What follows belongs to an exercise in optimizing a design on an open flow for small area; a production flow would make more cautious choices.
Only simulation tests tie the RTL to the original design; equivalence was not proved.
Power is estimated from default activity; no workload was simulated. The flow treats the clock pin as an ideal source, which a real chip does not have.

File: config.mk
export PLATFORM = sky130hd
export DESIGN_NAME = tlc_driver_top
export DESIGN_NICKNAME = tlc_driver_top
export VERILOG_FILES = /design/flow/design.v
export SDC_FILE = /design/flow/constraint.sdc
export NUM_CORES = 4
export LEC_CHECK = 0
export CAP_MARGIN = 20
export CORE_MARGIN = 2
export CORE_UTILIZATION = 40
export SLEW_MARGIN = 20
File: constraint.sdc
create_clock -name core_clock -period 8.0 [get_ports {clk}]
set_input_delay 1.6000 -clock core_clock [delete_from_list [all_inputs] [get_ports {clk}]]
set_output_delay 1.6000 -clock core_clock [all_outputs]
set_load 0.01 [all_outputs]
File: design.v
`timescale 1ns/1ps
`default_nettype none
module tlc_driver_top (
	input  wire          clk,
	input  wire          rst_n,
	input  wire [719:0]  frame_in,
	input  wire          frame_req,
	output logic         frame_ack,
	output logic [3:0]   sin,
	output logic         sclk,
	output logic         xlat,
	output logic         blank,
	output logic         gsclk
);
	logic         store, hold;
	logic         valid;           
	logic [719:0] frame;           
	assign store = frame_req & ~frame_ack;
	assign hold  = ~frame_req | frame_ack;
	always_ff @(posedge clk or negedge rst_n) begin
		if (!rst_n) begin
			frame_ack <= 1'b0;
			valid     <= 1'b0;
		end else begin
			frame_ack <= frame_req;
			valid     <= valid | store;
		end
	end
	always_ff @(posedge clk)
		frame <= (frame_in & {720{store}}) | (frame & {720{hold}});
	logic [2:0] r;        
	logic [2:0] s;        
	logic [5:0] k;        
	logic       tail;     
	logic       first;    
	logic [2:0] cup;
	logic       ld;       
	assign ld = tail & (r == 3'd6);
	always_ff @(posedge clk or negedge rst_n) begin
		if (!rst_n) begin
			r     <= 3'd6;
			s     <= 3'd6;
			k     <= 6'd0;
			tail  <= 1'b1;
			first <= 1'b1;
			cup   <= 3'd0;
		end else begin
			r <= r + 3'd1;
			if (r == 3'd7)
				tail <= (s == 3'd6);
			if (r == 3'd6) begin
				if (s == 3'd6) begin
					s <= 3'd5;
					k <= 6'd11;
				end else if (k == 6'd0) begin
					s <= (s == 3'd0) ? 3'd6 : s - 3'd1;
					k <= 6'd35;
				end else begin
					k <= k - 6'd1;
				end
			end
			if (tail && r == 3'd5) begin
				first <= 1'b0;
				cup   <= (cup == 3'd4) ? 3'd0 : cup + 3'd1;
			end
		end
	end
	logic [35:0] shadow [4];
	logic [4:0]  sel;
	logic        keep;
	always_comb
		for (int c = 0; c < 5; c++)
			sel[c] = ld & valid & (cup == 3'(c));
	assign keep = ~ld;
	always_ff @(posedge clk)
		for (int l = 0; l < 4; l++) begin
			logic [35:0] nxt;
			nxt = shadow[l] & {36{keep}};
			for (int c = 0; c < 5; c++)
				nxt = nxt | (frame[(3-l)*180 + c*36 +: 36] & {36{sel[c]}});
			shadow[l] <= nxt;
		end
	logic win;
	assign win = (s == cup);
	always_ff @(posedge clk or negedge rst_n) begin
		if (!rst_n)
			sin <= 4'd0;
		else if (r == 3'd7 && s != 3'd6)
			for (int l = 0; l < 4; l++)
				sin[l] <= win & shadow[l][k];
	end
	assign sclk  = r[2] & ~tail;
	assign blank = first | (tail & (r != 3'd0) & (r <= 3'd5));
	assign xlat  = tail & (r >= 3'd2) & (r <= 3'd4);
	assign gsclk = ~first & ~r[1] & (~tail | (r == 3'd0));
endmodule
`default_nettype wire
File: run.sh
#!/bin/bash
# synth_recipe.tcl (not shown) runs the flow's synth.tcl, then flattens the netlist and writes it again
# the make line also repeats each setting of config.mk as NAME=value (left out here)
make -C /OpenROAD-flow-scripts/flow DESIGN_CONFIG=/design/flow/config.mk WORK_HOME=/design/flow/orfs CLKGATE_MAP_FILE= SYNTH_SCRIPT=/design/flow/synth_recipe.tcl finish
==> impl_metrics.ini, run 1 <==
[sta]
period_needed_ps = 4030
period_share = 0.504
fmax_ghz = 0.248
max_slew_margin = 0.245
grt_setup_unrepaired = no
layout_setup_ws_ps = 3970
tightestPinTransition_ps = 1130
setup_viol = 0
finClkSkew_ps = 27.6
finalMaxSlewViolations = 0
hold_viol_final = 0
setup_tns_ps = 0

[logic_synthesis]
synth_edf_count = 720
synthAdderAreaFrac = 0.00607
synth.area.top_cells = edfxtp_1 70%, a222oi_1 9.5%, dfxtp_1 9.3%, mux4_2 1.8%, nand2_1 1.8%
ys_seq_area_frac = 0.811
synth.most_common_cell = edfxtp_1
synth_area_sq_mm = 0.0309
synth.yosys.warnings = 2
ys.flop_type = edfxtp_1
synth-seq-cells = 887
syn_inst = 1612
synth_compound_area_frac = 0.104
avgSynthCellArea_sq_um = 19.2
synth_nets = 2350
synth_common_cells = 720 x edfxtp_1, 292 x a222oi_1, 150 x nand2_1
synth.area.mux_share = 0.0327
async_flop_share = 0.0259
synth-xor-area-share = 0.00142
ys_types = 59
synth_top_area_frac = 0.699
synth_top_family_by_area = compound AO/OA/AOI/OAI gates
yosysTopAreaCell = edfxtp_1
synth-simple-area-share = 0.0265

[floorplanning]
io_pins = 732
initial_core_util = 0.406
die_area_sq_mm = 0.0796
die_h_um = 282
placeableCoreArea_sq_mm = 0.0762
num_rows = 101
fp.dieW_um = 282

[detailed_routing]
vias = 19175
drc = 0
ant_nets = 0
initialDrtViolationCount = 2598
drt_first_pass_iters = 14
viasPerCell = 5.48
routed_wl_um = 94100
avgRoutedWirePerCell_um = 26.9

[power]
leakage_nw = 14.6
p_per_area_mw_per_mm2 = 236
power.total_mw = 10.0
vdd_drop_max_v = 0.000184

[setup_path]
cpPeakStageDelay_ps = 580
start_kind = register
cpMostUsedCell = inv_1
reg2reg_slack_ps = 4420
crit_path_end_kind = primary output
worstPathArrival_ps = 2430
slowest_stage = dfstp_2
cp_max_fo = 7
worstPathRequired_ps = 6400
crit_chain = inv_1 > ha_1 > inv_1 > o211ai_1 > a31o_2 > clkdlybuf4s50_1
timing.critical_path.from = r[1]
crit_type = reg -> out
r2r_start = r[1]

[place]
preCtsSetupSlack_ps = 3670
numPlacedInstances = 3286
portBuffers = 731
dp_hpwl_um = 64700
gp_congestion = 0.830

[layout]
area_growth_pct = 37.2
fin_cells = 3500
fin_nets = 3089
drive_gt1_frac = 0.0885

[flow_run]
drv_cap = 0

[global_routing]
grt_pass1_vias = 19893
grt_use_total = 0.230
antenna_found_initial = 53
grt-ovfl-total = 0
grt_first_pass_wirelength_um = 132000
grt_max_degree = 200

[clock_tree]
cts.sinks = 887
cts_root_buf = clkbuf_16
max-clock-path-buffers = 3
post-cts-setup-buffer-count = 0
cts-htree-levels = 3
holdBufCountCts = 0
cts-buffers-inserted = 92
cts.clk_slew.worst_paths_ps = 60
insertion_delay_ps = 640
cts_resized = 0
cts_tree = built

[outcome]
status = complete, no violations

[hold_path]
hp-class = reg -> reg
[logic make-up (layout without fill, tap and decap cells)]
logic type,count (synthesis),after routing
XOR/XNOR,5,5
adder cells (fa/ha/maj),15,15
AND/OR/NAND/NOR,190,190
other,0,40
buffers and inverters,126,944
multiplexers,59,59
AO/OA/AOI/OAI,330,330
flip-flops,887,887
[layer usage]
| layer | share of wire | GRT usage | vias up |
|---|---|---|---|
| met5 | 0.0018 | 0 | - |
| met4 | 0.030 | 0.107 | 20 |
| met3 | 0.083 | 0.0552 | 145 |
| met2 | 0.52 | 0.393 | 897 |
| met1 | 0.36 | 0.274 | 9606 |
| li1 | - | - | 8507 |
[metrics by stage]
step                      utilization  hold WS, ps  cell area (sq um)
after detailed placement        0.516          441              39300
after floorplan                     -          431              30900
after CTS                       0.555          448              42300
after global routing            0.557          471              42400
after global placement          0.516          438              39300
final                           0.557          444              42400
[worst paths after layout]
kind,end,cells past startpoint
worst max-delay path,blank,6
worst min-delay path,shadow[1][13],2
worst max register to register,shadow[2][35],7
worst min register to register,shadow[1][13],2
max in group asynchronous,tail,2
min in group asynchronous,frame_ack,1
[worst max-delay path: cells and delay by family (launching register included)]
kind	cells	cell delay, ps
flip-flops	1	580
buffers and inverters	3	680
AO/OA/AOI/OAI	2	350
adder cells (fa/ha/maj)	1	190
[report_power, final]
part | internal, mW | switching, mW | leakage (nW) | total [mW]
Combinational | 0.357 | 0.169 | 4.89 | 0.526
Clock | 2.43 | 1.76 | 1.47 | 4.20
Sequential | 5.21 | 0.0652 | 8.23 | 5.27
[placed cells by master (no fill, tap or decap), types with 22 or more instances in the layout]
| cell | n |
|---|---|
| clkdlybuf4s50_1 | 731 |
| edfxtp_1 | 720 |
| a222oi_1 | 292 |
| nand2_1 | 150 |
| dfxtp_1 | 144 |
| clkbuf_16 | 94 |
| diode_2 | 40 |
| mux4_2 | 25 |
| clkinv_2 | 22 |
| clkbuf_1 | 22 |
[final cells by class]
cell class / instances / area [sq um]
flip-flops and latches: 887 / 25100
clock inverters: 49 / 429
diodes: 40 / 100
well taps: 1030 / 1290
repair buffers: 755 / 7590
multi-input cells: 599 / 5310
fillers: 5910 / 33800
clock buffers: 124 / 2540
inverters: 16 / 60.1
==> inputs of run 2 (changes only) <==
--- a/design.v
+++ b/design.v
@@ -14,14 +14,17 @@
 );
 	logic         store, hold;
+	logic         ack_n;           
 	logic         valid;           
 	logic [719:0] frame;           
 	assign store = frame_req & ~frame_ack;
-	assign hold  = ~frame_req | frame_ack;
+	assign hold  = ~frame_req | ~ack_n;
 	always_ff @(posedge clk or negedge rst_n) begin
 		if (!rst_n) begin
 			frame_ack <= 1'b0;
+			ack_n     <= 1'b1;
 			valid     <= 1'b0;
 		end else begin
 			frame_ack <= frame_req;
+			ack_n     <= ~frame_req;
 			valid     <= valid | store;
 		end
==> flow/run.sh (new file) <==
#!/bin/bash
# Standard ORFS layout with two changes:
#  - port buffers use buf_1 instead of the default clkdlybuf4s50_1
#  - CTS uses clkbuf_8 with no dummy loads
set -euo pipefail
export BUFFER_PORTS_ARGS="-buffer_cell sky130_fd_sc_hd__buf_1"
export CTS_ARGS="-sink_clustering_enable -repair_clock_nets -buf_list sky130_fd_sc_hd__clkbuf_8 -dont_use_dummy_load"
bash standard.sh > standard.log 2>&1
==> standard.sh (new file) <==
#!/bin/bash
# synth_recipe.tcl (not shown) runs the flow's synth.tcl, then flattens the netlist and writes it again
# the make line also repeats each setting of config.mk as NAME=value (left out here)
make -C /OpenROAD-flow-scripts/flow DESIGN_CONFIG=/design/flow/config.mk WORK_HOME=/design/flow/orfs CLKGATE_MAP_FILE= SYNTH_SCRIPT=/design/flow/synth_recipe.tcl "${@:-finish}"
removed: run.sh
==> run 2 against run 1 <==
  * Combinational power is 76% higher
  * Critical path type is now reg -> reg
  * Sequential share of layout area shrank 9.4 points
  * Clock-buffer cell count increased by 25
  * First-iteration DRC count rose by 22%
  * Routed wire length is 16% higher
  * Register-to-register slack worse by 280 ps
  * Via count increased by 33%
  * Synthesized cell count increased by 56%
  * Still clean
==> impl_metrics.ini, run 2 <==
[logic_synthesis]
ys_types = 46
synth_top_area_frac = 0.566
synth_nets = 3248
yosysTopAreaCell = dfxtp_1
syn_inst = 2510
synth.yosys.warnings = 2
synth-seq-cells = 888
avgSynthCellArea_sq_um = 12.2
async_flop_share = 0.0270
synth_area_sq_mm = 0.0306
synth_common_cells = 864 x dfxtp_1, 721 x a22o_1, 288 x a222oi_1
synth.area.top_cells = dfxtp_1 57%, a22o_1 21%, a222oi_1 9.4%, clkbuf_1 2.6%, mux4_2 2.0%
ys_seq_area_frac = 0.586
ys.flop_type = dfxtp_1
synth_edf_count = 0
synth.most_common_cell = dfxtp_1

[sta]
finalMaxSlewViolations = 0
tightestPinTransition_ps = 1160
max_slew_margin = 0.226
setup_tns_ps = 0
holdWs_ps = 432
period_needed_ps = 3860
grt_setup_unrepaired = no
hold_viol_final = 0
finClkSkew_ps = 77.0
setup_viol = 0
period_share = 0.482
fmax_ghz = 0.259

[setup_path]
slowest_stage = buf_4
worstPathArrival_ps = 4530
cpLargestDelayFamily = simple AND/OR/NAND/NOR gates
worstPathRequired_ps = 8680
cp_num_cells = 7
critPathBufInv = 1
crit_type = reg -> reg
r2r-end = shadow[2][19]
reg2regPathDepth = 7
r2r_start = r[1]
start_kind = register
crit_path_end_kind = register
cp_max_fo = 73
crit_chain = ha_1 > nand4_1 > nor2_1 > and2_4 > buf_4 > a222oi_1 > nand2_1
reg2reg_slack_ps = 4140
cpPeakStageDelay_ps = 890

[detailed_routing]
initialDrtViolationCount = 3177
ant_nets = 0
routed_wl_um = 109000
viasPerCell = 6.15
avgRoutedWirePerCell_um = 26.2
vias = 25582
drc = 0
drt_first_pass_iters = 8

[clock_tree]
cts_root_buf = clkbuf_8
cts.clk_slew.worst_paths_ps = 60
post-cts-setup-buffer-count = 0
cts-buffers-inserted = 149
max-clock-path-buffers = 3
cts_resized = 0
insertion_delay_ps = 780
cts.sinks = 888
cts-htree-levels = 4
holdBufCountCts = 0
cts_tree = built

[power]
p_per_area_mw_per_mm2 = 265
power.total_mw = 9.53
leakage_nw = 14.3
vdd_drop_max_v = 0.000128

[place]
gp_congestion = 0.858
dp_hpwl_um = 73600
portBuffers = 731
numPlacedInstances = 3974

[global_routing]
grt_first_pass_wirelength_um = 158000
grt_use_total = 0.263
grt_pass1_vias = 25740
grt-ovfl-total = 0
grt_max_degree = 246
antenna_found_initial = 51

[layout]
fin_cells = 4163
layout_commonest_cell = dfxtp_1
top_regs = frame: 720 flops, shadow: 144 flops, k: 6 flops
fin_nets = 3888
mostFrequentLayoutCells = 864 x dfxtp_1, 730 x buf_1, 721 x a22o_1, 288 x a222oi_1, 159 x nand2_1
fillers = 7053
drive_gt1_frac = 0.0727
utilization = 0.474
largest_reg_flops = 720
top_register = frame
area_growth_pct = 17.7

[hold_path]
hp-class = reg -> reg
holdPathStages = 2
hp-start = frame[653]
hold_end = shadow[0][5]

[floorplanning]
num_rows = 101
placeableCoreArea_sq_mm = 0.0758
die_area_sq_mm = 0.0786
die_h_um = 280
initial_core_util = 0.403
io_pins = 732
fp.dieW_um = 280

[outcome]
status = complete, no violations

[flow_run]
drv_cap = 0
-- run 2: kinds of logic after synthesis --
| family | after synthesis | share of synthesized area |
|---|---|---|
| buf+inv | 283 | 0.0378 |
| flops | 888 | 0.586 |
| fa+ha+maj | 15 | 0.00614 |
| mux | 53 | 0.0285 |
| compound gates | 1051 | 0.311 |
| simple gates | 214 | 0.0293 |
| xor+xnor | 6 | 0.00172 |
-- run 2: area by class of cell --
cell class / count / area [sq um] / area share
antenna: 37 / 92.6 / 0.00257
clock buffer: 149 / 2050 / 0.0570
inverter: 14 / 52.6 / 0.00146
multi-input combinational: 1339 / 11600 / 0.321
sequential: 888 / 17900 / 0.498
tap: 978 / 1220 / 0.0340
timing repair buffer: 758 / 3090 / 0.0858
-- run 2: metrics by stage --
| stage | cell area [sq um] | setup slack, ps |
|---|---|---|
| floorplan | 30600 | 5220 |
| global placement | 33800 | 4070 |
| detailed placement | 33800 | 3990 |
| CTS | 35800 | 4050 |
| global route | 36000 | 3970 |
| finish | 36000 | 4140 |
-- run 2: where the power goes --
part           internal [mW]  switching, mW  leakage [nW]
logic                  0.550          0.376          5.69
clock network           1.63           1.62          1.07
registers               5.01          0.339          7.53
total                   7.20           2.33          14.3
-- run 2: how the worst max path moves through the flow --
stage | from | to | slack [ps]
detailed placement | frame_req | frame[592] | 3990
floorplan | r[1] | blank | 5220
global route | r[1] | shadow[3][3] | 3970
global placement | frame_req | frame[558] | 4070
finish | r[1] | shadow[2][19] | 4140
CTS | r[1] | shadow[3][3] | 4050
-- run 2: routing by layer --
| layer | GRT usage | wire, um | vias to the layer above |
|---|---|---|---|
| met5 | 0 | 203 | - |
| met4 | 0.114 | 3830 | 30 |
| met3 | 0.0714 | 9130 | 256 |
| met2 | 0.437 | 52800 | 1235 |
| met1 | 0.318 | 43000 | 12597 |
| li1 | - | - | 11464 |
-- run 2: worst min-delay path: cells and delay by family, from the launching register on --
family / cells / cell delay, ps
flops: 1 / 330
simple gates: 1 / 50
compound gates: 1 / 80
==> inputs of run 3 (changes only) <==
==> flow/run.sh (replaced) <==
#!/bin/bash
# Standard ORFS layout with two changes:
#  - port buffers use buf_1 instead of the default clkdlybuf4s50_1
#  - CTS: clkbuf_16 in larger sink clusters, no dummy loads
set -euo pipefail
export BUFFER_PORTS_ARGS="-buffer_cell sky130_fd_sc_hd__buf_1"
export CTS_ARGS="-sink_clustering_enable -repair_clock_nets -buf_list sky130_fd_sc_hd__clkbuf_16 -sink_clustering_size 30 -sink_clustering_max_diameter 200 -dont_use_dummy_load"
bash standard.sh > standard.log 2>&1
--- a/config.mk
+++ b/config.mk
@@ -8,4 +8,4 @@
 export CAP_MARGIN = 20
 export CORE_MARGIN = 2
-export CORE_UTILIZATION = 40
+export CORE_UTILIZATION = 70
 export SLEW_MARGIN = 20
==> run 3 against run 2 <==
  * Still clean
  * Hold slack better by 31 ps
  * Sequential share of layout area up 2.4 points
  * Sequential power about the same
  * Area after synthesis unchanged
  * Via count up 1.2%
  * Worst setup slack worse by 76 ps
  * Cell area down 4.5%
==> impl_metrics.ini, run 3 <==
[layout]
utilization = 0.797
largest_reg_flops = 720
fillers = 2823
mostFrequentLayoutCells = 864 x dfxtp_1, 731 x buf_1, 721 x a22o_1, 288 x a222oi_1, 159 x nand2_1
drive_gt1_frac = 0.0357
layout_commonest_cell = dfxtp_1
top_regs = frame: 720 flops, shadow: 144 flops, k: 6 flops
regArea_sq_mm = 0.0179
multiInputGateArea_sq_mm = 0.0116
fin_nets = 3768
top_register = frame
area_growth_pct = 12.4

[sta]
setup_tns_ps = 0
finClkSkew_ps = 42.1
max_slew_margin = 0.265
grt_setup_unrepaired = no
setup_viol = 0
fmax_ghz = 0.254
tightestPinTransition_ps = 1100
period_needed_ps = 3930
hold_viol_final = 0
period_share = 0.492
finalMaxSlewViolations = 0
layout_setup_ws_ps = 4070

[logic_synthesis]
synth.most_common_cell = dfxtp_1
synth_edf_count = 0
synth_area_sq_mm = 0.0306
synth.area.top_cells = dfxtp_1 57%, a22o_1 21%, a222oi_1 9.4%, clkbuf_1 2.6%, mux4_2 2.0%
synth_nets = 3248
async_flop_share = 0.0270
ys_seq_area_frac = 0.586
ys_types = 46
synth_common_cells = 864 x dfxtp_1, 721 x a22o_1, 288 x a222oi_1
synth-seq-cells = 888
synth.yosys.warnings = 2
synth_top_area_frac = 0.566
syn_inst = 2510
avgSynthCellArea_sq_um = 12.2
ys.flop_type = dfxtp_1
yosysTopAreaCell = dfxtp_1

[setup_path]
slowest_stage = buf_4
cpLargestDelayFamily = simple AND/OR/NAND/NOR gates
worstPathArrival_ps = 4480
crit_path_end_kind = register
cp_max_fo = 79
reg2reg_slack_ps = 4070
worstPathRequired_ps = 8550
crit_type = reg -> reg
cpPeakStageDelay_ps = 860
start_kind = register
crit_chain = ha_1 > nand4_1 > nor2_1 > and2_4 > buf_4 > a222oi_1 > nand2_1
critPathBufInv = 1

[floorplanning]
initial_core_util = 0.710
die_h_um = 213
fp.dieW_um = 213
placeableCoreArea_sq_mm = 0.0431
io_pins = 732
die_area_sq_mm = 0.0454
num_rows = 76

[global_routing]
grt_use_total = 0.413
grt_pass1_vias = 23926
antenna_found_initial = 80
grt-ovfl-total = 0
grt_max_degree = 273
grt_first_pass_wirelength_um = 143000

[outcome]
status = complete, no violations

[detailed_routing]
initialDrtViolationCount = 4551
drt_first_pass_iters = 10
vias = 25877
viasPerCell = 7.01
avgRoutedWirePerCell_um = 26.9
ant_nets = 0
routed_wl_um = 99400
drc = 0

[flow_run]
drv_cap = 0

[place]
dp_hpwl_um = 66800
preCtsSetupSlack_ps = 4120
gp_congestion = 0.913
portBuffers = 731

[clock_tree]
cts-htree-levels = 2
post-cts-setup-buffer-count = 0
cts_root_buf = clkbuf_16
cts.sinks = 888
cts_resized = 0
holdBufCountCts = 0
cts-buffers-inserted = 35
cts_tree = built
insertion_delay_ps = 610
cts.clk_slew.worst_paths_ps = 120
max-clock-path-buffers = 3

[power]
vdd_drop_max_v = 0.000190
p_per_area_mw_per_mm2 = 243
leakage_nw = 13.6

[hold_path]
hp-class = reg -> reg
run 3: changes by cell type in the layout (fill, tap and decap cells not counted), sizes merged:
cell	change
buf	-5
clkbuf	-115
diode	+42
run 3: final cells by class:
| class | instances | area share |
|---|---|---|
| Inverter | 14 | 0.00153 |
| Clock buffer | 35 | 0.0255 |
| Sequential cell | 888 | 0.522 |
| Tap cell | 585 | 0.0213 |
| Timing Repair Buffer | 752 | 0.0877 |
| Antenna cell | 79 | 0.00576 |
| Multi-Input combinational cell | 1339 | 0.337 |
run 3: metrics by stage:
step	power [mW]	hold WS [ps]	area, sq um	instances
2_1_floorplan	5.95	439	30600	2510
3_3_place_gp	6.23	451	33200	3575
3_5_place_dp	6.30	457	33200	3575
4_1_cts	8.31	456	34100	3610
5_1_grt	8.62	482	34300	3673
6_report	8.34	464	34300	3692
run 3: where the power goes:
part           total, mW  internal, mW  leakage (nW)  switching, mW
clock               2.10         0.797         0.432           1.30
sequential          5.33          5.00          7.53          0.330
combinational      0.918         0.548          5.65          0.369
total               8.34          6.35          13.6           2.00
run 3: logic make-up (layout without fill, tap and decap cells):
group / Yosys count / after routing / share of synthesized area
multiplexers: 53 / 53 / 0.0285
flip-flops: 888 / 888 / 0.586
adder cells (fa/ha/maj): 15 / 15 / 0.00614
AND/OR/NAND/NOR: 214 / 214 / 0.0293
XOR/XNOR: 6 / 6 / 0.00172
buffers and inverters: 283 / 801 / 0.0378
other: 0 / 79 / 0
AO/OA/AOI/OAI: 1051 / 1051 / 0.311
run 3: worst paths after layout:
check	depth (start not counted)	startpoint	end
min	2	frame[705]	shadow[0][21]
max	7	r[1]	shadow[3][31]
min reg2reg	2	frame[705]	shadow[0][21]
min in group asynchronous	2	rst_n	cup[0]
max reg2reg	7	r[1]	shadow[3][31]
max in group asynchronous	2	rst_n	ack_n
run 3: worst reg2reg max path, cell delays in order, from the launching register on:
cell and delay [ps]:
dfstp_2 610, ha_1 240, nand4_1 280, nor2_1 280
and2_4 760, buf_4 890, a222oi_1 640, nand2_1 180
run 3: metal layers:
metal | global-route usage | wire (um)
met2 | 0.635 | 45500
met3 | 0.102 | 10600
met5 | 0 | 181
met1 | 0.517 | 36700
met4 | 0.278 | 6370
==> inputs of run 4 (changes only) <==
==> flow/run.sh (replaced) <==
#!/bin/bash
# Standard ORFS layout with two changes:
#  - port buffers use buf_1 instead of the default clkdlybuf4s50_1
#  - CTS: clkbuf_16 in larger sink clusters, no dummy loads
set -euo pipefail
export BUFFER_PORTS_ARGS="-buffer_cell sky130_fd_sc_hd__buf_1"
export CTS_ARGS="-sink_clustering_enable -repair_clock_nets -buf_list sky130_fd_sc_hd__clkbuf_16 -sink_clustering_size 28 -sink_clustering_max_diameter 120 -dont_use_dummy_load"
bash standard.sh > standard.log 2>&1
--- a/config.mk
+++ b/config.mk
@@ -8,4 +8,4 @@
 export CAP_MARGIN = 20
 export CORE_MARGIN = 2
-export CORE_UTILIZATION = 70
+export CORE_UTILIZATION = 55
 export SLEW_MARGIN = 20
==> run 4 against run 3 <==
  * Largest power group unchanged
  * Critical path depth is the same
  * Critical path type unchanged
  * Routed wire length up 3.0%
  * Die area up 27%
  * Clock power grew 4%
  * Sequential cell count stayed put
  * Largest cell class unchanged
  * Total power grew 0.73%
  * Cell area increased by 0.61%
  * Clock-buffer cell count up 2
  * Cell count up 4.1%
  * Via count fell by 3.2%
  * Register-to-register slack better by 120 ps
==> impl_metrics.ini, run 4 <==
[clock_tree]
cts.clk_slew.worst_paths_ps = 110
cts_tree = built
post-cts-setup-buffer-count = 0
cts-buffers-inserted = 37
cts.sinks = 888
cts-htree-levels = 2
cts_root_buf = clkbuf_16
cts_resized = 0
holdBufCountCts = 0
max-clock-path-buffers = 3
insertion_delay_ps = 620

[logic_synthesis]
ys.flop_type = dfxtp_1
synth-seq-cells = 888
synth.area.top_cells = dfxtp_1 57%, a22o_1 21%, a222oi_1 9.4%, clkbuf_1 2.6%, mux4_2 2.0%
avgSynthCellArea_sq_um = 12.2
synth_area_sq_mm = 0.0306
synth.yosys.warnings = 2
syn_inst = 2510
synth.most_common_cell = dfxtp_1
synth_nets = 3248
synth_edf_count = 0
ys_seq_area_frac = 0.586
async_flop_share = 0.0270
synth_common_cells = 864 x dfxtp_1, 721 x a22o_1, 288 x a222oi_1
synth_top_area_frac = 0.566
yosysTopAreaCell = dfxtp_1
ys_types = 46

[sta]
fmax_ghz = 0.262
period_share = 0.477
finClkSkew_ps = 46.8
setup_tns_ps = 0
period_needed_ps = 3820
finalMaxSlewViolations = 0
holdWs_ps = 472
tightestPinTransition_ps = 1170
layout_setup_ws_ps = 4180
max_slew_margin = 0.223
hold_viol_final = 0
grt_setup_unrepaired = no
setup_viol = 0

[detailed_routing]
avgRoutedWirePerCell_um = 26.6
drc = 0
ant_nets = 0
routed_wl_um = 102000
viasPerCell = 6.52
vias = 25047
initialDrtViolationCount = 3325
drt_first_pass_iters = 11

[place]
gp_congestion = 0.872
dp_hpwl_um = 68400
portBuffers = 731
dpl_cell_area_sq_mm = 0.0334
preCtsSetupSlack_ps = 4180

[global_routing]
grt_use_total = 0.335
grt_pass1_vias = 23576
grt_max_degree = 256
grt-ovfl-total = 0
antenna_found_initial = 94
grt_first_pass_wirelength_um = 146000

[layout]
mostFrequentLayoutCells = 864 x dfxtp_1, 730 x buf_1, 721 x a22o_1, 288 x a222oi_1, 159 x nand2_1
fin_nets = 3770
postLayoutCellArea_sq_mm = 0.0346
utilization = 0.628
top_regs = frame: 720 flops, shadow: 144 flops, k: 6 flops
top_register = frame
area_growth_pct = 13.0
largest_reg_flops = 720
drive_gt1_frac = 0.0366
layout_commonest_cell = dfxtp_1

[floorplanning]
fp.dieW_um = 240
placeableCoreArea_sq_mm = 0.0550
num_rows = 86
io_pins = 732
die_h_um = 240
die_area_sq_mm = 0.0575
initial_core_util = 0.556

[flow_run]
drv_cap = 0

[power]
vdd_drop_max_v = 0.000179
p_per_area_mw_per_mm2 = 243
leakage_nw = 13.6

[setup_path]
cp_max_fo = 78
crit_path_end_kind = register
crit_type = reg -> reg
worstPathArrival_ps = 4340
start_kind = register
worstPathRequired_ps = 8520

[hold_path]
hp-class = reg -> reg

[outcome]
status = complete, no violations
## run 4: final cells by class
type,count,area (sq um)
fillers,4593,20400
flip-flops and latches,888,17900
multi-input cells,1339,11600
repair buffers,752,3010
well taps,748,936
clock buffers,37,926
diodes,64,160
inverters,14,52.6
## run 4: worst max-delay path, stage by stage (launching register included)
cell      delay [ps]
dfstp_2          610
ha_1             230
nand4_1          270
nor2_1           270
and2_4           900
buf_4            860
a222oi_1         400
nand2_1          150
## run 4: kinds of logic after synthesis
| family | Yosys count | share of synthesized area |
|---|---|---|
| DFF | 888 | 0.586 |
| AOI/OAI and AO/OA | 1051 | 0.311 |
| adders and majority gates | 15 | 0.00614 |
| muxes | 53 | 0.0285 |
| buffers and inverters | 283 | 0.0378 |
| and+or+nand+nor | 214 | 0.0293 |
| xor gates and xnor gates | 6 | 0.00172 |
## run 4: final timing paths
path	startpoint	endpoint	slack (ps)	cells after the start
max	r[1]	shadow[2][6]	4180	7
min	frame[507]	shadow[1][3]	470	2
max reg2reg	r[1]	shadow[2][6]	4180	7
min reg2reg	frame[507]	shadow[1][3]	470	2
max in group asynchronous	rst_n	k[1]	6440	1
min in group asynchronous	rst_n	cup[1]	1030	1
## run 4: per-stage QoR
| step | total power [mW] | instances |
|---|---|---|
| final | 8.40 | 3842 |
| after global routing | 8.73 | 3825 |
| after CTS | 8.41 | 3776 |
| after detailed placement | 6.30 | 3739 |
| after global placement | 6.24 | 3739 |
| after floorplan | 5.95 | 2510 |
## run 4: per-layer routing
layer  part of all wire  track usage  vias up
li1                   -            -    11273
met1               0.39        0.420    12318
met2               0.48        0.527     1185
met3               0.10        0.104      211
met4              0.035        0.154       60
met5             0.0038            0        -
## run 4: power breakdown
group	switching [mW]	total (mW)	leakage [nW]	internal (mW)
clock	1.34	2.18	0.456	0.840
combinational	0.360	0.908	5.65	0.548
sequential	0.320	5.32	7.53	5.00
total	2.02	8.40	13.6	6.39
==> inputs of run 5 (changes only) <==
==> flow/run.sh (replaced) <==
#!/bin/bash
# Standard ORFS layout with two changes:
#  - port buffers use buf_1 instead of the default clkdlybuf4s50_1
#  - CTS: clkbuf_16 in larger sink clusters, no dummy loads
set -euo pipefail
export BUFFER_PORTS_ARGS="-buffer_cell sky130_fd_sc_hd__buf_1"
export CTS_ARGS="-sink_clustering_enable -repair_clock_nets -buf_list sky130_fd_sc_hd__clkbuf_16 -sink_clustering_size 24 -sink_clustering_max_diameter 150 -dont_use_dummy_load"
bash standard.sh > standard.log 2>&1
--- a/config.mk
+++ b/config.mk
@@ -8,4 +8,4 @@
 export CAP_MARGIN = 20
 export CORE_MARGIN = 2
-export CORE_UTILIZATION = 55
+export CORE_UTILIZATION = 40
 export SLEW_MARGIN = 20
==> run 5 against run 4 <==
  * Still clean on timing, DRC and antenna
  * Die area grew 37%
  * Synthesized cell count is the same
  * Total power grew 2.4%
  * Critical path type unchanged
==> impl_metrics.ini, run 5 <==
[layout]
mostFrequentLayoutCells = 864 x dfxtp_1, 730 x buf_1, 721 x a22o_1, 288 x a222oi_1, 159 x nand2_1
fin_nets = 3781
largest_reg_flops = 720
fin_cells = 4070
postLayoutCellArea_sq_mm = 0.0350
drive_gt1_frac = 0.0401
layout_commonest_cell = dfxtp_1
fillers = 7120
area_growth_pct = 14.5
utilization = 0.462
top_regs = frame: 720 flops, shadow: 144 flops, k: 6 flops
top_register = frame

[floorplanning]
fp.dieW_um = 280
placeableCoreArea_sq_mm = 0.0758
die_h_um = 280
num_rows = 101
die_area_sq_mm = 0.0786
initial_core_util = 0.403
io_pins = 732

[global_routing]
busiest_layer = met2
grt-ovfl-total = 0
gr-usage-met2 = 0.417
antenna_found_initial = 65
grt_use_total = 0.256
use_met3 = 0.0635
grt_pass1_vias = 24791
grt_first_pass_wirelength_um = 155000
grt_max_degree = 246
grt_use_met1 = 0.316

[logic_synthesis]
async_flop_share = 0.0270
ys_seq_area_frac = 0.586
syn_inst = 2510
synth.yosys.warnings = 2
synth.area.top_cells = dfxtp_1 57%, a22o_1 21%, a222oi_1 9.4%, clkbuf_1 2.6%, mux4_2 2.0%
ys_types = 46
synth_nets = 3248
yosysTopAreaCell = dfxtp_1
ys.flop_type = dfxtp_1
synth_edf_count = 0
synth_top_area_frac = 0.566
synth.most_common_cell = dfxtp_1
synth-seq-cells = 888
synth_area_sq_mm = 0.0306
synth_common_cells = 864 x dfxtp_1, 721 x a22o_1, 288 x a222oi_1
avgSynthCellArea_sq_um = 12.2

[place]
gp_congestion = 0.858
dp_hpwl_um = 73600
portBuffers = 731
dpl_cell_area_sq_mm = 0.0338
numPlacedInstances = 3974

[sta]
grt_setup_unrepaired = no
period_needed_ps = 3920
fmax_ghz = 0.255
finalMaxSlewViolations = 0
setup_viol = 0
tightestPinTransition_ps = 1130
setup_tns_ps = 0
period_share = 0.491
hold_viol_final = 0
finClkSkew_ps = 36.9
max_slew_margin = 0.244

[detailed_routing]
avgRoutedWirePerCell_um = 26.4
initialDrtViolationCount = 3258
viasPerCell = 6.15
ant_nets = 0
routed_wl_um = 108000
vias = 25012
drt_first_pass_iters = 10
drc = 0

[power]
pwr-share-clk = 0.272
p_per_area_mw_per_mm2 = 246
vdd_drop_max_v = 0.000156
internal_power_mw = 6.50
power.total_mw = 8.61
pwr-share-comb = 0.108
leakage_nw = 13.7
p_switching_mw = 2.11
switching_share = 0.245
pwr-share-seq = 0.620

[clock_tree]
post-cts-setup-buffer-count = 0
cts.clk_slew.worst_paths_ps = 110
cts-htree-levels = 2
cts-buffers-inserted = 42
cts_root_buf = clkbuf_16
cts_resized = 0
cts.sinks = 888
holdBufCountCts = 0
cts_tree = built
insertion_delay_ps = 610
max-clock-path-buffers = 3

[outcome]
status = complete, no violations

[setup_path]
crit_type = reg -> reg
worstPathRequired_ps = 8520
worstPathArrival_ps = 4450
crit_path_end_kind = register
reg2regPathDepth = 7
cp_max_fo = 73
start_kind = register

[hold_path]
hp-class = reg -> reg
holdPathStages = 2

[flow_run]
drv_cap = 0
-- run 5: cell types whose count changed in the layout (fill, tap and decap cells not counted), sizes merged --
cell    change
clkbuf      +5
buf         +6
diode      -13
-- run 5: worst paths after layout --
path / from / to / slack (ps)
min in group asynchronous: rst_n / r[0] / 1060
worst max-delay path: r[1] / shadow[3][24] / 4080
max in group asynchronous: rst_n / k[0] / 6340
worst max register to register: r[1] / shadow[3][24] / 4080
worst min-delay path: frame[699] / shadow[0][15] / 470
worst min register to register: frame[699] / shadow[0][15] / 470
-- run 5: metal layers --
metal / vias to the layer above / share of wire
met1: 12421 / 0.39
met2: 1088 / 0.48
li1: 11259 / -
met3: 216 / 0.083
met4: 28 / 0.040
met5: - / 0.0018
-- run 5: cell families (layout without fill, tap and decap cells) --
group,count (synthesis),after routing,synth area share
adder cells (fa/ha/maj),15,15,0.00614
AND/OR/NAND/NOR,214,214,0.0293
AO/OA/AOI/OAI,1051,1051,0.311
flip-flops,888,888,0.586
multiplexers,53,53,0.0285
other,0,51,0
XOR/XNOR,6,6,0.00172
buffers and inverters,283,814,0.0378
-- run 5: power groups by stage --
stage | Sequential [mW] | Clock, mW | Combinational, mW
detailed placement | 5.43 | 0 | 0.920
global route | 5.39 | 2.54 | 1.01
CTS | 5.33 | 2.39 | 0.927
floorplan | 5.31 | 0 | 0.648
global placement | 5.40 | 0 | 0.886
finish | 5.34 | 2.34 | 0.927
-- run 5: stage by stage --
step	hold slack [ps]	setup WS, ps
finish	470	4080
CTS	466	4020
global route	500	3930
global placement	454	4070
floorplan	439	5220
detailed placement	461	3990
-- run 5: layout make-up --
| cell class | count | area (sq um) | area share |
|---|---|---|---|
| multi-input combinational | 1339 | 11600 | 0.330 |
| timing repair buffer | 758 | 3090 | 0.0882 |
| tap | 978 | 1220 | 0.0350 |
| sequential | 888 | 17900 | 0.512 |
| inverter | 14 | 52.6 | 0.00150 |
| clock buffer | 42 | 1050 | 0.0300 |
| antenna | 51 | 128 | 0.00365 |
-- run 5: critical path, stage by stage, from the launching register on --
cell and delay (ps):
dfstp_2 600, ha_1 220, nand4_1 260, nor2_1 280
and2_4 900, buf_4 870, a222oi_1 330, nand2_1 160
==> inputs of run 6 (changes only) <==
==> flow/run.sh (replaced) <==
#!/bin/bash
# Standard ORFS layout with two changes:
#  - port buffers use buf_1 instead of the default clkdlybuf4s50_1
#  - CTS: clkbuf_16 in larger sink clusters, no dummy loads
set -euo pipefail
export BUFFER_PORTS_ARGS="-buffer_cell sky130_fd_sc_hd__buf_1"
export CTS_ARGS="-sink_clustering_enable -repair_clock_nets -buf_list sky130_fd_sc_hd__clkbuf_16 -sink_clustering_size 31 -sink_clustering_max_diameter 100 -dont_use_dummy_load"
bash standard.sh > standard.log 2>&1
--- a/config.mk
+++ b/config.mk
@@ -6,6 +6,6 @@
 export NUM_CORES = 4
 export LEC_CHECK = 0
-export CAP_MARGIN = 20
+export CAP_MARGIN = 0
 export CORE_MARGIN = 2
-export CORE_UTILIZATION = 40
-export SLEW_MARGIN = 20
+export CORE_UTILIZATION = 55
+export SLEW_MARGIN = 0
==> run 6 against run 5 <==
  * Largest cell class unchanged
  * Hold slack got worse by 38 ps
  * Critical endpoint is now shadow[2][6]
  * Cell count shrank 6.1%
  * Utilization grew 16 points
  * Still clean on timing, DRC and antenna
  * Clock power fell by 9.4%
  * Critical path type unchanged
  * Combinational power fell by 2.3%
  * Worst setup slack better by 110 ps
  * First-iteration DRC count up 2.5%
  * Cell area down 1.7%
==> impl_metrics.ini, run 6 <==
[layout]
fillers = 4607
fin_nets = 3766
utilization = 0.626
drive_gt1_frac = 0.0354
mostFrequentLayoutCells = 864 x dfxtp_1, 730 x buf_1, 721 x a22o_1, 288 x a222oi_1, 159 x nand2_1
area_growth_pct = 12.6
layout_commonest_cell = dfxtp_1
top_regs = frame: 720 flops, shadow: 144 flops, k: 6 flops
top_register = frame
fin_cells = 3823
largest_reg_flops = 720

[place]
preCtsSetupSlack_ps = 4160
gp_congestion = 0.872
dp_hpwl_um = 68500
numPlacedInstances = 3739
portBuffers = 731

[setup_path]
worstPathArrival_ps = 4330
crit_chain = ha_1 > nand4_1 > nor2_1 > and2_4 > buf_4 > a222oi_1 > nand2_1
cp_max_fo = 78
cpPeakStageDelay_ps = 890
start_kind = register
slowest_stage = and2_4
crit_path_end_kind = register
worstPathRequired_ps = 8520
crit_type = reg -> reg

[power]
leakage_nw = 13.6
pwr-share-comb = 0.109
p_switching_mw = 2.00
switching_share = 0.240
pwr-share-clk = 0.254
vdd_drop_max_v = 0.000189
pwr-share-seq = 0.637
internal_power_mw = 6.35
p_per_area_mw_per_mm2 = 243

[detailed_routing]
avgRoutedWirePerCell_um = 26.7
ant_nets = 0
drt_first_pass_iters = 10
viasPerCell = 6.53
drc = 0
vias = 24969
routed_wl_um = 102000
initialDrtViolationCount = 3341

[logic_synthesis]
synth_common_cells = 864 x dfxtp_1, 721 x a22o_1, 288 x a222oi_1
synth.area.top_cells = dfxtp_1 57%, a22o_1 21%, a222oi_1 9.4%, clkbuf_1 2.6%, mux4_2 2.0%
synth.most_common_cell = dfxtp_1
synth_edf_count = 0
async_flop_share = 0.0270
synth-seq-cells = 888
ys_types = 46
synth_top_area_frac = 0.566
synth_area_sq_mm = 0.0306
ys.flop_type = dfxtp_1
synth.yosys.warnings = 2
ys_seq_area_frac = 0.586
synth_nets = 3248
yosysTopAreaCell = dfxtp_1
syn_inst = 2510
avgSynthCellArea_sq_um = 12.2

[sta]
fmax_ghz = 0.262
period_needed_ps = 3810
max_slew_margin = 0.117
layout_setup_ws_ps = 4190
hold_viol_final = 0
setup_tns_ps = 0
tightestPinTransition_ps = 1330
grt_setup_unrepaired = no
setup_viol = 0
finalMaxSlewViolations = 0
period_share = 0.476
finClkSkew_ps = 57.5
holdWs_ps = 432

[global_routing]
antenna_found_initial = 75
grt_first_pass_wirelength_um = 147000
grt_use_total = 0.334
grt_max_degree = 256
grt_pass1_vias = 23569
grt-ovfl-total = 0

[clock_tree]
cts.clk_slew.worst_paths_ps = 110
post-cts-setup-buffer-count = 0
cts.sinks = 888
cts_resized = 0
cts-buffers-inserted = 35
max-clock-path-buffers = 3
holdBufCountCts = 0
insertion_delay_ps = 600
cts-htree-levels = 2
cts_tree = built
cts_root_buf = clkbuf_16

[floorplanning]
fp.dieW_um = 240
placeableCoreArea_sq_mm = 0.0550
num_rows = 86
initial_core_util = 0.556
die_h_um = 240
die_area_sq_mm = 0.0575
io_pins = 732

[flow_run]
drv_cap = 0

[hold_path]
hp-class = reg -> reg

[outcome]
status = complete, no violations
==> run 6: changes by cell type in the layout (fill, tap and decap cells not counted) <==
| cell | delta |
|---|---|
| diode_2 | -2 |
| buf_16 | -2 |
| clkbuf_16 | -7 |
| buf_4 | -3 |
| buf_12 | -3 |
==> run 6: final timing paths <==
kind,from,to,slack [ps],cells past startpoint
max,r[1],shadow[2][6],4190,7
min,frame[706],shadow[0][22],430,2
max reg2reg,r[1],shadow[2][6],4190,7
min reg2reg,frame[706],shadow[0][22],430,2
max in group asynchronous,rst_n,k[0],6420,1
min in group asynchronous,rst_n,cup[2],1040,1
==> run 6: routing by layer <==
layer	global-route usage	wire length (um)	vias up
li1	-	-	11249
met1	0.423	39900	12391
met2	0.537	49100	1065
met3	0.0958	9510	206
met4	0.135	3040	58
met5	0	379	-
==> run 6: through the flow <==
step	total power [mW]	instance area (sq um)
2_1_floorplan	5.95	30600
3_3_place_gp	6.24	33400
3_5_place_dp	6.30	33400
4_1_cts	8.37	34300
5_1_grt	8.67	34400
6_report	8.35	34400
==> run 6: layout make-up <==
type | count | area, sq um | area share
flip-flops and latches | 888 | 17900 | 0.521
multi-input cells | 1339 | 11600 | 0.336
repair buffers | 750 | 2950 | 0.0858
well taps | 748 | 936 | 0.0272
clock buffers | 35 | 876 | 0.0255
diodes | 49 | 123 | 0.00356
inverters | 14 | 52.6 | 0.00153
==> run 6: power by group through the flow <==
stage               clock, mW  sequential, mW  combinational (mW)
floorplan                   0            5.31               0.648
global placement            0            5.38               0.861
detailed placement          0            5.41               0.897
CTS                      2.15            5.31               0.904
global route             2.30            5.38               0.990
finish                   2.12            5.32               0.906
==> run 6: cell families after synthesis <==
| kind of cell | synth area share |
|---|---|
| DFF | 0.586 |
| AOI/OAI and AO/OA | 0.311 |
| xor gates and xnor gates | 0.00172 |
| buffers and inverters | 0.0378 |
| and+or+nand+nor | 0.0293 |
| muxes | 0.0285 |
| adders and majority gates | 0.00614 |
==> run 6: worst max-delay path: cells and delay by family, from the launching register on <==
| family | cells | cell delay (ps) |
|---|---|---|
| AND/OR/NAND/NOR | 4 | 1580 |
| buffers and inverters | 1 | 840 |
| adder cells (fa/ha/maj) | 1 | 230 |
| flip-flops | 1 | 620 |
| AO/OA/AOI/OAI | 1 | 370 |
==> inputs of run 7 (changes only) <==
==> flow/run.sh (replaced) <==
#!/bin/bash
# Standard ORFS layout with two changes:
#  - port buffers use buf_1 instead of the default clkdlybuf4s50_1
#  - CTS: clkbuf_16 in larger sink clusters, no dummy loads
set -euo pipefail
export BUFFER_PORTS_ARGS="-buffer_cell sky130_fd_sc_hd__buf_1"
export CTS_ARGS="-sink_clustering_enable -repair_clock_nets -buf_list {sky130_fd_sc_hd__clkbuf_8 sky130_fd_sc_hd__clkbuf_16} -sink_clustering_size 17 -sink_clustering_max_diameter 80 -dont_use_dummy_load"
bash standard.sh > standard.log 2>&1
==> run 7 against run 6 <==
  * Cell count rose by 0.60%
  * Sequential power barely moved
  * Non-clock buffer count unchanged
  * Largest cell class unchanged
  * First-iteration DRC count shrank 2.0%
  * Highest routed layer unchanged
  * Utilization is 1.0 points higher
  * Clock power grew 28%
  * Combinational power about the same
  * Sequential cell count stayed put
  * Sequential share of layout area is 0.86 points lower
==> impl_metrics.ini, run 7 <==
[detailed_routing]
vias = 25170
viasPerCell = 6.54
drc = 0
routed_wl_um = 103000
ant_nets = 0
avgRoutedWirePerCell_um = 26.8
initialDrtViolationCount = 3274
drt_first_pass_iters = 9

[place]
dp_hpwl_um = 68500
portBuffers = 731
gp_congestion = 0.872
numPlacedInstances = 3739
dpl_cell_area_sq_mm = 0.0334

[layout]
fillers = 4553
mostFrequentLayoutCells = 864 x dfxtp_1, 730 x buf_1, 721 x a22o_1, 288 x a222oi_1, 159 x nand2_1
postLayoutCellArea_sq_mm = 0.0350
fin_nets = 3789
top_regs = frame: 720 flops, shadow: 144 flops, k: 6 flops
largest_reg_flops = 720
multiInputGateArea_sq_mm = 0.0116
area_growth_pct = 14.4
regArea_sq_mm = 0.0179
fin_cells = 3846
drive_gt1_frac = 0.0426
layout_commonest_cell = dfxtp_1
utilization = 0.636
top_register = frame

[sta]
finalMaxSlewViolations = 0
period_share = 0.483
fmax_ghz = 0.259
finClkSkew_ps = 33.6
setup_tns_ps = 0
setup_viol = 0
grt_setup_unrepaired = no
hold_viol_final = 0
tightestPinTransition_ps = 1310
max_slew_margin = 0.129
period_needed_ps = 3870

[floorplanning]
fp.dieW_um = 240
num_rows = 86
initial_core_util = 0.556
die_area_sq_mm = 0.0575
io_pins = 732
placeableCoreArea_sq_mm = 0.0550
die_h_um = 240

[logic_synthesis]
synth_top_area_frac = 0.566
ys.flop_type = dfxtp_1
async_flop_share = 0.0270
ys_seq_area_frac = 0.586
synth.area.top_cells = dfxtp_1 57%, a22o_1 21%, a222oi_1 9.4%, clkbuf_1 2.6%, mux4_2 2.0%
yosysTopAreaCell = dfxtp_1
synth_nets = 3248
avgSynthCellArea_sq_um = 12.2
synth-seq-cells = 888
syn_inst = 2510
synth.most_common_cell = dfxtp_1
synth_edf_count = 0
ys_types = 46
synth_common_cells = 864 x dfxtp_1, 721 x a22o_1, 288 x a222oi_1
synth.yosys.warnings = 2
synth_area_sq_mm = 0.0306

[global_routing]
grt-ovfl-total = 0
grt_pass1_vias = 23813
antenna_found_initial = 74
grt_use_total = 0.337
grt_max_degree = 256
grt_first_pass_wirelength_um = 148000

[power]
p_switching_mw = 2.12
internal_power_mw = 6.82
pwr-share-comb = 0.101
p_per_area_mw_per_mm2 = 256
vdd_drop_max_v = 0.000175
switching_share = 0.237
leakage_nw = 13.9
pwr-share-seq = 0.595
pwr-share-clk = 0.304
power.total_mw = 8.95

[setup_path]
worstPathArrival_ps = 4430
start_kind = register
cp_max_fo = 78
crit_type = reg -> reg
reg2regPathDepth = 7
crit_path_end_kind = register
worstPathRequired_ps = 8570

[hold_path]
holdPathStages = 2
hp-class = reg -> reg

[clock_tree]
cts.clk_slew.worst_paths_ps = 80
cts_root_buf = clkbuf_16
cts_resized = 0
cts.sinks = 888
cts-buffers-inserted = 58
post-cts-setup-buffer-count = 0
cts-htree-levels = 2
holdBufCountCts = 0
cts_tree = built
max-clock-path-buffers = 3
insertion_delay_ps = 640

[flow_run]
drv_cap = 0

[outcome]
status = complete, no violations
==> run 7: cell counts after synthesis <==
No cell type changed its count.
==> run 7: cell type report <==
cell class	count	share of cell area
timing repair buffer	750	0.0843
clock buffer	58	0.0415
tap	748	0.0268
antenna	49	0.00351
multi-input combinational	1339	0.330
inverter	14	0.00150
sequential	888	0.512
==> run 7: power by group through the flow <==
stage / Combinational (mW) / Clock [mW] / Sequential, mW
CTS: 0.904 / 2.75 / 5.31
global placement: 0.861 / 0 / 5.38
finish: 0.908 / 2.72 / 5.32
global route: 0.991 / 2.91 / 5.38
detailed placement: 0.897 / 0 / 5.41
floorplan: 0.648 / 0 / 5.31
==> run 7: metrics by stage <==
step           setup WS [ps]  hold WS, ps
2_1_floorplan           5220          439
3_3_place_gp            4260          453
3_5_place_dp            4160          457
4_1_cts                 4180          463
5_1_grt                 4040          492
6_report                4130          466
==> run 7: logic make-up after synthesis <==
kind of cell	count (synthesis)	share of synthesized area
flops	888	0.586
buf+inv	283	0.0378
xor+xnor	6	0.00172
simple gates	214	0.0293
compound gates	1051	0.311
mux	53	0.0285
fa+ha+maj	15	0.00614
==> run 7: layer usage <==
layer	up-vias	wire, um	track usage
met1	12436	40400	0.425
met2	1129	48500	0.537
li1	11312	-	-
met5	-	362	0
met3	239	9880	0.104
met4	54	3770	0.139
==> run 7: critical path: stages (launching register included) <==
cell	delay, ps
dfstp_2	610
ha_1	230
nand4_1	270
nor2_1	280
and2_4	900
buf_4	790
a222oi_1	400
nand2_1	150
==> run 7: worst paths after layout <==
kind	endpoint	from	slack, ps
hold / removal	shadow[1][3]	frame[507]	470
setup / recovery	shadow[2][6]	r[1]	4130
hold reg to reg	shadow[1][3]	frame[507]	470
min in group asynchronous	frame_ack	rst_n	1010
setup reg to reg	shadow[2][6]	r[1]	4130
max in group asynchronous	k[0]	rst_n	6470
==> inputs of run 8 (changes only) <==
==> flow/run.sh (replaced) <==
#!/bin/bash
# Standard ORFS layout with two changes:
#  - port buffers use buf_1 instead of the default clkdlybuf4s50_1
#  - CTS: clkbuf_16 in larger sink clusters, no dummy loads
set -euo pipefail
export BUFFER_PORTS_ARGS="-buffer_cell sky130_fd_sc_hd__buf_1"
export CTS_ARGS="-sink_clustering_enable -repair_clock_nets -buf_list sky130_fd_sc_hd__clkbuf_8 -sink_clustering_size 16 -sink_clustering_max_diameter 80 -dont_use_dummy_load"
bash standard.sh > standard.log 2>&1
==> run 8 against run 7 <==
  * Area after synthesis is the same
  * Sequential power barely moved
  * Clock-buffer cell count is 3 higher
  * Routed wire length decreased by 0.34%
  * Via count is essentially flat
  * Combinational power barely moved
  * Sequential cell count unchanged
  * Critical endpoint is now blank
  * Largest power group unchanged
==> impl_metrics.ini, run 8 <==
[detailed_routing]
initialDrtViolationCount = 3404
routed_wl_um = 103000
ant_nets = 0
viasPerCell = 6.52
avgRoutedWirePerCell_um = 26.6
vias = 25148
drt_first_pass_iters = 10
drc = 0

[logic_synthesis]
synth_top_area_frac = 0.566
syn_inst = 2510
synth.area.top_cells = dfxtp_1 57%, a22o_1 21%, a222oi_1 9.4%, clkbuf_1 2.6%, mux4_2 2.0%
synth_nets = 3248
async_flop_share = 0.0270
synth.yosys.warnings = 2
synth_area_sq_mm = 0.0306
synth_common_cells = 864 x dfxtp_1, 721 x a22o_1, 288 x a222oi_1
ys_types = 46
ys_seq_area_frac = 0.586
yosysTopAreaCell = dfxtp_1
ys.flop_type = dfxtp_1
synth.most_common_cell = dfxtp_1
synth_edf_count = 0
synth-seq-cells = 888
avgSynthCellArea_sq_um = 12.2

[sta]
max_slew_margin = 0.132
setup_tns_ps = 0
holdWs_ps = 482
finClkSkew_ps = 33.2
finalMaxSlewViolations = 0
tightestPinTransition_ps = 1300
period_needed_ps = 3860
grt_setup_unrepaired = no
fmax_ghz = 0.259
hold_viol_final = 0
period_share = 0.482
setup_viol = 0

[global_routing]
gr-usage-met2 = 0.540
antenna_found_initial = 75
use_met3 = 0.102
grt_use_total = 0.336
grt_pass1_vias = 23786
grt_use_met1 = 0.424
grt_max_degree = 256
busiest_layer = met2
grt_first_pass_wirelength_um = 148000
grt-ovfl-total = 0

[flow_run]
drv_cap = 0

[floorplanning]
die_area_sq_mm = 0.0575
io_pins = 732
placeableCoreArea_sq_mm = 0.0550
initial_core_util = 0.556
die_h_um = 240
num_rows = 86
fp.dieW_um = 240

[clock_tree]
cts_root_buf = clkbuf_8
post-cts-setup-buffer-count = 0
max-clock-path-buffers = 3
cts.sinks = 888
cts_tree = built
insertion_delay_ps = 720
cts_resized = 0
cts-htree-levels = 2
holdBufCountCts = 0
cts.clk_slew.worst_paths_ps = 100
cts-buffers-inserted = 61

[setup_path]
worstPathRequired_ps = 6400
worstPathArrival_ps = 2260
crit_path_end_kind = primary output
cpPeakStageDelay_ps = 610
slowest_stage = dfstp_2
start_kind = register
cp_max_fo = 7
cpMostUsedCell = inv_1
crit_type = reg -> out
critPathBufInv = 3
crit_chain = inv_1 > ha_1 > inv_1 > o211ai_1 > a31o_2 > buf_1
cpLargestDelayFamily = flip-flops

[power]
power.total_mw = 8.27
leakage_nw = 13.6
p_per_area_mw_per_mm2 = 240
vdd_drop_max_v = 0.000131

[layout]
layout_commonest_cell = dfxtp_1
mostFrequentLayoutCells = 864 x dfxtp_1, 730 x buf_1, 721 x a22o_1, 288 x a222oi_1, 159 x nand2_1
largest_reg_flops = 720
utilization = 0.625
fillers = 4612
top_regs = frame: 720 flops, shadow: 144 flops, k: 6 flops
area_growth_pct = 12.5
fin_nets = 3792
drive_gt1_frac = 0.0436
top_register = frame

[place]
portBuffers = 731
gp_congestion = 0.872
dp_hpwl_um = 68500

[hold_path]
hp-class = reg -> reg

[outcome]
status = complete, no violations
[run 8: layout make-up]
type	count	area, sq um	share of cell area
Inverter	14	52.6	0.00153
Timing Repair Buffer	750	2950	0.0858
Tap cell	748	936	0.0272
Clock buffer	61	840	0.0244
Sequential cell	888	17900	0.521
Multi-Input combinational cell	1339	11600	0.336
Antenna cell	58	145	0.00422
[run 8: cell families (layout without fill, tap and decap cells)]
logic type               after synthesis  in the layout  synth area share
flip-flops                           888            888             0.586
AO/OA/AOI/OAI                       1051           1051             0.311
AND/OR/NAND/NOR                      214            214            0.0293
XOR/XNOR                               6              6           0.00172
other                                  0             58                 0
adder cells (fa/ha/maj)               15             15           0.00614
multiplexers                          53             53            0.0285
buffers and inverters                283            825            0.0378
[run 8: final timing paths]
path                                      end  slack, ps       start  depth (start not counted)
worst min register to register  shadow[0][27]        480  frame[711]                          2
min in group asynchronous           frame_ack        910       rst_n                          1
worst max register to register   shadow[2][6]       4170        r[1]                          7
max in group asynchronous                k[0]       6550       rst_n                          1
worst min-delay path            shadow[0][27]        480  frame[711]                          2
worst max-delay path                    blank       4140        r[1]                          6
[run 8: stage by stage]
| stage | setup slack, ps | instance area, sq um | std cells |
|---|---|---|---|
| final | 4140 | 34400 | 3858 |
| after global routing | 4030 | 34300 | 3836 |
| after CTS | 4110 | 34200 | 3800 |
| after detailed placement | 4160 | 33400 | 3739 |
| after global placement | 4260 | 33400 | 3739 |
| after floorplan | 5220 | 30600 | 2510 |
[run 8: power by group]
group	leakage (nW)	internal, mW	switching [mW]
combinational	5.63	0.547	0.358
clock	0.439	0.680	1.36
sequential	7.53	5.00	0.320
[run 8: worst reg2reg max path, stage by stage (launching register included)]
cell and delay, ps:
dfstp_2 610, ha_1 230, nand4_1 280, nor2_1 290, and2_4 880, buf_4 840, a222oi_1 480, nand2_1 150
[run 8: per-layer routing]
layer,vias up,share of wire
li1,11316,-
met1,12415,0.39
met2,1153,0.48
met3,214,0.10
met4,50,0.032
met5,-,0.0031
==> inputs of run 9 (changes only) <==
==> flow/run.sh (replaced) <==
#!/bin/bash
# Standard ORFS layout with two changes:
#  - port buffers use buf_1 instead of the default clkdlybuf4s50_1
#  - CTS: clkbuf_16 in larger sink clusters, no dummy loads
set -euo pipefail
export BUFFER_PORTS_ARGS="-buffer_cell sky130_fd_sc_hd__buf_1"
export CTS_ARGS="-sink_clustering_enable -repair_clock_nets -buf_list sky130_fd_sc_hd__clkbuf_8 -root_buf sky130_fd_sc_hd__clkbuf_16 -sink_clustering_size 20 -sink_clustering_max_diameter 60 -dont_use_dummy_load"
bash standard.sh > standard.log 2>&1
==> run 9 against run 8 <==
  * Cell count is 0.31% lower
  * Sequential cell count unchanged
  * Sequential share of layout area grew 0.080 points
  * First-iteration DRC count fell by 7.3%
  * Non-clock buffer count is the same
  * Via count is 0.42% lower
  * Area after synthesis is the same
  * Routed wire length down 0.36%
  * Register-to-register slack about the same
  * Hold slack worse by 18 ps
  * Total power shrank 0.55%
  * Critical path type is now reg -> reg
  * Critical endpoint is now shadow[2][6]
  * Highest routed layer unchanged
==> impl_metrics.ini, run 9 <==
[global_routing]
grt_max_degree = 256
grt-ovfl-total = 0
grt_pass1_vias = 23702
antenna_found_initial = 79
grt_use_total = 0.335
grt_first_pass_wirelength_um = 147000

[sta]
period_share = 0.478
layout_setup_ws_ps = 4180
setup_tns_ps = 0
finalMaxSlewViolations = 0
tightestPinTransition_ps = 1290
hold_viol_final = 0
grt_setup_unrepaired = no
period_needed_ps = 3820
fmax_ghz = 0.262
setup_viol = 0
finClkSkew_ps = 48.2
max_slew_margin = 0.139

[setup_path]
crit_type = reg -> reg
critPathBufInv = 1
r2r-end = shadow[2][6]
cp_max_fo = 78
crit_chain = ha_1 > nand4_1 > nor2_1 > and2_4 > buf_4 > a222oi_1 > nand2_1
cpLargestDelayFamily = simple AND/OR/NAND/NOR gates
reg2reg_slack_ps = 4180
worstPathRequired_ps = 8530
crit_path_end_kind = register
reg2regPathDepth = 7
r2r_start = r[1]
start_kind = register
slowest_stage = and2_4
cpPeakStageDelay_ps = 900
worstPathArrival_ps = 4350

[logic_synthesis]
synth_common_cells = 864 x dfxtp_1, 721 x a22o_1, 288 x a222oi_1
synth.yosys.warnings = 2
synth_compound_area_frac = 0.311
synth-simple-area-share = 0.0293
synth.area.top_cells = dfxtp_1 57%, a22o_1 21%, a222oi_1 9.4%, clkbuf_1 2.6%, mux4_2 2.0%
synth-seq-cells = 888
ys_seq_area_frac = 0.586
synth.most_common_cell = dfxtp_1
synthAdderAreaFrac = 0.00614
avgSynthCellArea_sq_um = 12.2
synth_nets = 3248
ys_types = 46
synth.area.mux_share = 0.0285
syn_inst = 2510
yosysTopAreaCell = dfxtp_1
ys.flop_type = dfxtp_1
synth_edf_count = 0
synth-xor-area-share = 0.00172
synth_area_sq_mm = 0.0306
synth_top_area_frac = 0.566
async_flop_share = 0.0270
synth_top_family_by_area = compound AO/OA/AOI/OAI gates

[clock_tree]
insertion_delay_ps = 600
cts_resized = 0
cts_root_buf = clkbuf_16
max-clock-path-buffers = 3
cts-buffers-inserted = 54
post-cts-setup-buffer-count = 0
cts.clk_slew.worst_paths_ps = 120
cts-htree-levels = 2
cts_tree = built
cts.sinks = 888
holdBufCountCts = 0

[power]
power.total_mw = 8.22
p_switching_mw = 2.00
pwr-share-comb = 0.110
switching_share = 0.244
pwr-share-clk = 0.243
p_per_area_mw_per_mm2 = 239
vdd_drop_max_v = 0.000156
internal_power_mw = 6.22
pwr-share-seq = 0.647
leakage_nw = 13.6

[layout]
fillers = 4624
top_register = frame
area_growth_pct = 12.3
largest_reg_flops = 720
utilization = 0.624
top_regs = frame: 720 flops, shadow: 144 flops, k: 6 flops
fin_nets = 3785
drive_gt1_frac = 0.0414
mostFrequentLayoutCells = 864 x dfxtp_1, 730 x buf_1, 721 x a22o_1, 288 x a222oi_1, 159 x nand2_1
postLayoutCellArea_sq_mm = 0.0343
layout_commonest_cell = dfxtp_1

[outcome]
status = complete, no violations

[flow_run]
drv_cap = 0

[place]
dp_hpwl_um = 68500
gp_congestion = 0.872
dpl_cell_area_sq_mm = 0.0334
preCtsSetupSlack_ps = 4160
portBuffers = 731

[floorplanning]
num_rows = 86
fp.dieW_um = 240
initial_core_util = 0.556
die_area_sq_mm = 0.0575
placeableCoreArea_sq_mm = 0.0550
io_pins = 732
die_h_um = 240

[detailed_routing]
drc = 0
vias = 25043
viasPerCell = 6.51
ant_nets = 0
drt_first_pass_iters = 10
initialDrtViolationCount = 3157
avgRoutedWirePerCell_um = 26.6
routed_wl_um = 102000

[hold_path]
hp-start = frame[146]
holdPathStages = 2
hold_end = shadow[3][2]
hp-class = reg -> reg
## run 9: cell counts after synthesis
No cell type changed its count.
## run 9: how the worst max path moves through the flow
stage / startpoint / endpoint / slack (ps) / cells after the start
CTS: r[1] / shadow[2][6] / 4220 / 7
finish: r[1] / shadow[2][6] / 4180 / 7
detailed placement: frame_req / frame[470] / 4160 / 6
floorplan: r[1] / blank / 5220 / 5
global placement: frame_req / frame[377] / 4260 / 6
global route: r[1] / shadow[3][33] / 4070 / 7
## run 9: metrics by stage
stage | hold WS, ps | cells
after global placement | 453 | 3739
final | 464 | 3846
after global routing | 476 | 3833
after detailed placement | 457 | 3739
after floorplan | 439 | 2510
after CTS | 452 | 3793
## run 9: kinds of logic after synthesis
family,Yosys count
buffers and inverters,283
adders and majority gates,15
AOI/OAI and AO/OA,1051
xor gates and xnor gates,6
and+or+nand+nor,214
DFF,888
muxes,53
## run 9: power groups by stage
stage	combinational [mW]	clock, mW	sequential (mW)
detailed placement	0.897	0	5.41
global placement	0.861	0	5.38
CTS	0.904	2.04	5.31
finish	0.906	2.00	5.32
global route	0.990	2.20	5.38
floorplan	0.648	0	5.31
## run 9: area by class of cell
cell class                      instances  area [sq um]  share of cell area
Multi-Input combinational cell       1339         11600               0.337
Tap cell                              748           936              0.0273
Timing Repair Buffer                  750          2950              0.0859
Inverter                               14          52.6             0.00153
Antenna cell                           53           133             0.00386
Clock buffer                           54           800              0.0233
Sequential cell                       888         17900               0.522
## run 9: per-layer routing
layer,GRT usage,part of all wire,wire (um),vias to the layer above
li1,-,-,-,11299
met1,0.422,0.39,40100,12393
met2,0.535,0.47,48300,1060
met3,0.0990,0.096,9780,235
met4,0.144,0.035,3630,56
met5,0,0.0035,356,-
## run 9: worst reg2reg max path: stages, from the launching register on
cell      delay [ps]
dfstp_2          610
ha_1             230
nand4_1          270
nor2_1           280
and2_4           900
buf_4            850
a222oi_1         480
nand2_1          160

==> separate check: timing with driven ports <==
Ports are ideal in the flow. The routed layouts listed here were re-timed in OpenROAD.
Step 1: set_driving_cell puts a clkbuf_16 on clk and a buf_2 on each other input, an assumption about the parent block.
Step 2 moves the port delays by t, midway between the first and last clock arrival at a register: inputs arrive t later, outputs are due t later. That takes back most of the time a late clock gives input paths.
Slacks: ideal ports / drivers / drivers and shift; pairs: ideal ports / drivers.
| run | shift t [ns] | setup WS [ns] | hold slack, ns | worst register clock-pin slew, ns | worst data-port slew with drivers (ns) |
|---|---|---|---|---|---|
| run 1 | 0.692 | 3.969 / 3.904 / 3.607 | 0.444 / 0.444 / 0.444 | 0.07 / 0.07 | 0.13 |
| run 2 | 0.806 | 4.143 / 4.112 / 3.924 | 0.432 / 0.432 / 0.432 | 0.07 / 0.07 | 0.14 |
| run 3 | 0.639 | 4.067 / 4.067 / 4.020 | 0.464 / 0.464 / 0.464 | 0.12 / 0.12 | 0.21 |
| run 4 | 0.658 | 4.183 / 4.183 / 3.985 | 0.472 / 0.472 / 0.472 | 0.11 / 0.11 | 0.18 |
| run 5 | 0.655 | 4.076 / 4.076 / 3.903 | 0.470 / 0.470 / 0.470 | 0.11 / 0.11 | 0.14 |
| run 6 | 0.637 | 4.189 / 4.189 / 3.966 | 0.432 / 0.432 / 0.432 | 0.12 / 0.12 | 0.16 |
| run 7 | 0.688 | 4.135 / 4.135 / 4.028 | 0.466 / 0.466 / 0.466 | 0.08 / 0.08 | 0.16 |
| run 8 | 0.767 | 4.143 / 4.080 / 4.037 | 0.482 / 0.482 / 0.482 | 0.10 / 0.10 | 0.17 |
| run 9 | 0.643 | 4.179 / 4.179 / 4.010 | 0.464 / 0.464 / 0.464 | 0.12 / 0.12 | 0.16 |
After both steps every run listed still meets setup and hold. For run 1, which loses most, drivers alone change the setup slack by -0.065 ns; drivers and shift together by -0.362 ns.
